Context: an optimization exercise on an open-source flow, tuned for small area. The choices shown serve that exercise and are no tape-out recipe. Function was checked by simulation only, so behaviour that the tests miss may differ from the original.

## job 8283
==> module dlx_core, before the edit <==
module dlx_core (
   input  logic        clk,
   input  logic        arst_n,
   output logic        instr_rd_en,
   output logic [19:0] instr_addr,
   input  logic [31:0] instruction,
   output logic        data_rd_en,
   output logic        data_wr_en,
   output logic [31:0] data_addr,
   input  logic [31:0] data_read,
   output logic [31:0] data_write
);
   localparam logic [1:0] st_f1  = 2'd0;
   localparam logic [1:0] st_f2  = 2'd1;
   localparam logic [1:0] st_hold = 2'd2;  
   localparam logic [1:0] st_bub = 2'd3;   
   logic [2:0]  ph;
   logic [1:0]  st;
   logic        clr_q;
   logic        rd_en_q;
   logic [19:0] pc;
   logic        zacc_q;
   logic        lt_q;
   logic        pend_q;
   logic [4:0]  srd_q;
   logic [27:0] asr;
   logic [31:0] bsr;
   logic ph0, ph6, ph7;
   assign ph0 = (ph == 3'd0);
   assign ph6 = (ph == 3'd6);
   assign ph7 = (ph == 3'd7);
   logic [5:0] opc, fn;
   logic is_r, is_addi, is_lw, is_sw, is_beqz, is_bnez;
   logic f_add, f_sub, f_and, f_or, f_xor, f_slt, known_r;
   assign opc     = instruction[31:26];
   assign fn      = instruction[5:0];
   assign is_r    = (opc == 6'h00);
   assign is_addi = (opc == 6'h08);
   assign is_lw   = (opc == 6'h23);
   assign is_sw   = (opc == 6'h2b);
   assign is_beqz = (opc == 6'h04);
   assign is_bnez = (opc == 6'h05);
   assign f_add   = is_r && (fn == 6'h20);
   assign f_sub   = is_r && (fn == 6'h22);
   assign f_and   = is_r && (fn == 6'h24);
   assign f_or    = is_r && (fn == 6'h25);
   assign f_xor   = is_r && (fn == 6'h26);
   assign f_slt   = is_r && (fn == 6'h2a);
   assign known_r = f_add || f_sub || f_and || f_or || f_xor || f_slt;
   logic needs_b, fb, fx, fw, last, hold;
   assign needs_b = known_r || is_sw;
   assign hold = pend_q && ph0 && (st == st_f1) && is_addi;
   assign fb   = (st == st_f1) && needs_b;
   assign fx   = ((st == st_f1) && !needs_b && !hold) || ((st == st_f2) && needs_b);
   assign fw   = (st == st_f2) && !needs_b;
   assign last = (fx && !is_lw) || fw;
   logic [3:0] a, a_rf, b, wd;
   logic [4:0] wa, ra;
   logic       we, slt_wr;
   assign slt_wr = pend_q && ph0;
   assign wa = slt_wr ? srd_q : (is_r ? instruction[15:11] : instruction[20:16]);
   assign ra = fb ? instruction[20:16] : instruction[25:21];
   assign b  = bsr[3:0];
   assign a  = {a_rf[3:1], a_rf[0] || (slt_wr && lt_q && ra == srd_q)};
   reg_file reg_file_i (
      .clk     (clk),
      .arst_n    (arst_n),
      .frame_end (ph7),
      .rd_addr (ra),
      .wr_addr (wa),
      .wr_en   (we),
      .wr_all  (clr_q),
      .wr_data (wd),
      .rd_data (a_rf)
   );
   logic [3:0] imm_nib, bsel, res, sum;
   logic       sub_mode, lt;
   always_comb begin
      case (ph)
         3'd0:    imm_nib = instruction[3:0];
         3'd1:    imm_nib = instruction[7:4];
         3'd2:    imm_nib = instruction[11:8];
         3'd3:    imm_nib = instruction[15:12];
         default: imm_nib = {4{instruction[15]}};
      endcase
   end
   assign sub_mode = f_sub || f_slt;
   assign bsel     = is_r ? b : imm_nib;
   execute_stage execute_i (
      .clk      (clk),
      .first    (ph0),
      .a        (a),
      .b        (bsel),
      .sub_mode (sub_mode),
      .op_and   (f_and),
      .op_or    (f_or),
      .op_xor   (f_xor),
      .sum      (sum),
      .res      (res),
      .lt       (lt)
   );
   always_comb begin
      we = 1'b0;
      wd = 4'b0;
      if (slt_wr) begin
         we = 1'b1;
         wd = {3'b0, lt_q};
      end else if (fx) begin
         we = is_addi || known_r;
         wd = f_slt ? 4'b0 : res;
      end else if (fw) begin
         we = 1'b1;
         wd = ph0 ? data_read[3:0] : bsr[3:0];
      end
   end
   assign data_addr  = {sum, asr};
   assign data_write = {bsr[3:0], bsr[31:4]};
   assign data_rd_en = fx && ph7 && is_lw && !clr_q;
   assign data_wr_en = fx && ph7 && is_sw && !clr_q;
   logic zero, taken, pc_inc, go;
   assign go     = (st != st_bub) && (st != st_hold);
   assign zero   = !(zacc_q || (a != 4'b0));
   assign taken  = go && fx && ph7 && ((is_beqz && zero) || (is_bnez && !zero));
   assign pc_inc = go && ph6 && last;
   fetch_stage fetch_i (
      .clk     (clk),
      .clr     (clr_q),
      .upd     (pc_inc || taken),
      .add_imm (ph[0]),
      .imm     (instruction[15:0]),
      .pc      (pc)
   );
   assign instr_addr  = pc;
   assign instr_rd_en = rd_en_q;
   always_ff @(posedge clk) begin
      zacc_q  <= (!ph0 && zacc_q) || (a != 4'b0);
      lt_q    <= lt;
      srd_q   <= instruction[15:11];
      asr <= {sum, asr[27:4]};
      if (fw && ph0) bsr <= {bsr[3:0], data_read[31:4]};
      else           bsr <= {fb ? a : bsr[3:0], bsr[31:4]};
   end
   always_ff @(posedge clk or negedge arst_n) begin
      if (!arst_n) begin
         ph      <= 3'd0;
         st      <= st_bub;
         clr_q   <= 1'b1;
         pend_q  <= 1'b0;
         rd_en_q <= 1'b0;
      end else begin
         ph      <= {ph[2] ^ (ph[1] & ph[0]), ph[1] ^ ph[0], !ph[0]};
         rd_en_q <= 1'b1;
         pend_q  <= ph7 && fx && f_slt && (instruction[15:11] != 5'd0);
         if (hold) st <= st_hold;
         if (ph7) begin
            clr_q <= 1'b0;
            if (!go || last) st <= taken ? st_bub : st_f1;
            else             st <= st_f2;
         end
      end
   end
endmodule
export LEC_CHECK = 0
export CAP_MARGIN = 20
export CORE_MARGIN = 2
export CORE_UTILIZATION = 40
export PLACE_DENSITY = 0.6
export SLEW_MARGIN = 20
export SYNTH_HIERARCHICAL = 1
create_clock -name core_clock -period 10.0 [get_ports {clk}]
standard.sh (not shown) runs the stock make flow with config.mk's settings and CLKGATE_MAP_FILE= SYNTH_SCRIPT=/design/flow/synth_recipe.tcl, a recipe that flattens the netlist after the stock synthesis.
==> flow/flow/run.sh <==
#!/bin/bash
# The standard layout (the standard.sh: ORFS from synthesis to finish)
# with two changes: the port buffers use the smallest buffer cell, and
# clock tree synthesis uses clkbuf_8 clusters and adds no dummy loads.
set -euo pipefail
export BUFFER_PORTS_ARGS="-buffer_cell sky130_fd_sc_hd__buf_1"
export CTS_ARGS="-sink_clustering_enable -repair_clock_nets -dont_use_dummy_load -buf_list sky130_fd_sc_hd__clkbuf_8 -sink_clustering_size 20 -sink_clustering_max_diameter 80"
bash standard.sh > standard_flow.log 2>&1
Job 8283 reached the final stage; the timing, design-rule and antenna checks on its layout passed.
--- input diff job 8283..job 4881 ---
--- a/flow/design.v
+++ b/flow/design.v
@@ -328,12 +328,27 @@
    logic [3:0] a, a_rf, b, wd;
    logic [4:0] wa, ra;
    logic       we, slt_wr;
    assign slt_wr = pend_q && ph0;
    assign wa = slt_wr ? srd_q : (is_r ? instruction[15:11] : instruction[20:16]);
-   assign ra = fb ? instruction[20:16] : instruction[25:21];
+   logic fb_n;
+   assign fb_n = !fb;
+   for (genvar i = 0; i < 5; i++) begin : g_ra
+      pc_sel ra_i (.s(fb), .sn(fb_n), .d1(instruction[16+i]), .d0(instruction[21+i]), .y(ra[i]));
+   end
+   for (genvar i = 0; i < 4; i++) begin : g_top
+      pc_sel top_i (.s(fb), .sn(fb_n), .d1(a[i]), .d0(bsr[i]), .y(bsr_top[i]));
+   end
    assign b  = bsr[3:0];
+   logic [27:0] bsr_low;
+   logic [3:0]  bsr_top;
+   logic        cap, cap_n;
+   assign cap   = fw && ph0;
+   assign cap_n = !cap;
+   for (genvar i = 0; i < 28; i++) begin : g_cap
+      pc_sel cap_i (.s(cap), .sn(cap_n), .d1(data_read[i+4]), .d0(bsr[i+4]), .y(bsr_low[i]));
+   end
    assign a  = {a_rf[3:1], a_rf[0] || (slt_wr && lt_q && ra == srd_q)};
    reg_file reg_file_i (
       .clk     (clk),
       .arst_n    (arst_n),
       .frame_end (ph7),
@@ -406,12 +421,11 @@
    always_ff @(posedge clk) begin
       zacc_q  <= (!ph0 && zacc_q) || (a != 4'b0);
       lt_q    <= lt;
       srd_q   <= instruction[15:11];
       asr <= {sum, asr[27:4]};
-      if (fw && ph0) bsr <= {bsr[3:0], data_read[31:4]};
-      else           bsr <= {fb ? a : bsr[3:0], bsr[31:4]};
+      bsr <= {bsr_top, bsr_low};
    end
    always_ff @(posedge clk or negedge arst_n) begin
       if (!arst_n) begin
          ph      <= 3'd0;
          st      <= st_bub;
- Diff job 8283 and job 4881: max-slew headroom at the worst pin lower in job 4881
- Number of clock buffer instances in the layout came out lower on job 4881 than on job 8283.
- Summary — final critical-path required period, job 4881 relative to job 8283: lower, by 0.12 ns.
- Against job 8283, placement row count in job 4881 fell slightly.
- In the flow results for job 8283 and job 4881, the sequential share of layout area is larger on job 4881.
- Detailed-route via count essentially unchanged between job 4881 and job 8283.
- Between job 8283 and job 4881, the via count of the first global-routing pass does not differ in any meaningful way.
- Diff job 8283 -> job 4881 | share of final layout cell area taken by non-clock buffers | decrease of 0.29 points
- Summary of job 4881 over job 8283: setup slack of the most critical reg-to-reg path fell 0.41 ns, overall routed net length about even.
- The fmax of job 4881 exceeds that of job 8283 by 1.3%.
- Against job 8283, job 4881 comes in 3 lower on number of buffer and inverter stages on the critical path.

## separate check: timing with driven ports
In the flow no input, the clock included, has a driving cell. The finished layouts below were timed again as built, in two steps.
Step 1, drivers: a clkbuf_16 drives clk and a buf_2 each remaining input, both assumed.
Step 2 moves the port delays by t, midway between the first and last clock arrival at a register: inputs arrive t later, outputs are due t later. That takes back most of the time a late clock gives input paths.
a / b / c = ideal / step 1 / step 2; a / b = the first two.
run	shift t [ns]	setup slack, ns	pins driven straight from the clock port
job 8283	0.727	0.238 / 0.215 / -0.218	1
job 4881	0.726	0.361 / 0.389 / -0.333	1
Met with ideal ports but missed after step 2: setup timing in job 8283 and job 4881. The setup slack of job 4881, which loses most, moves by +0.028 ns with the drivers and by -0.694 ns with both steps.
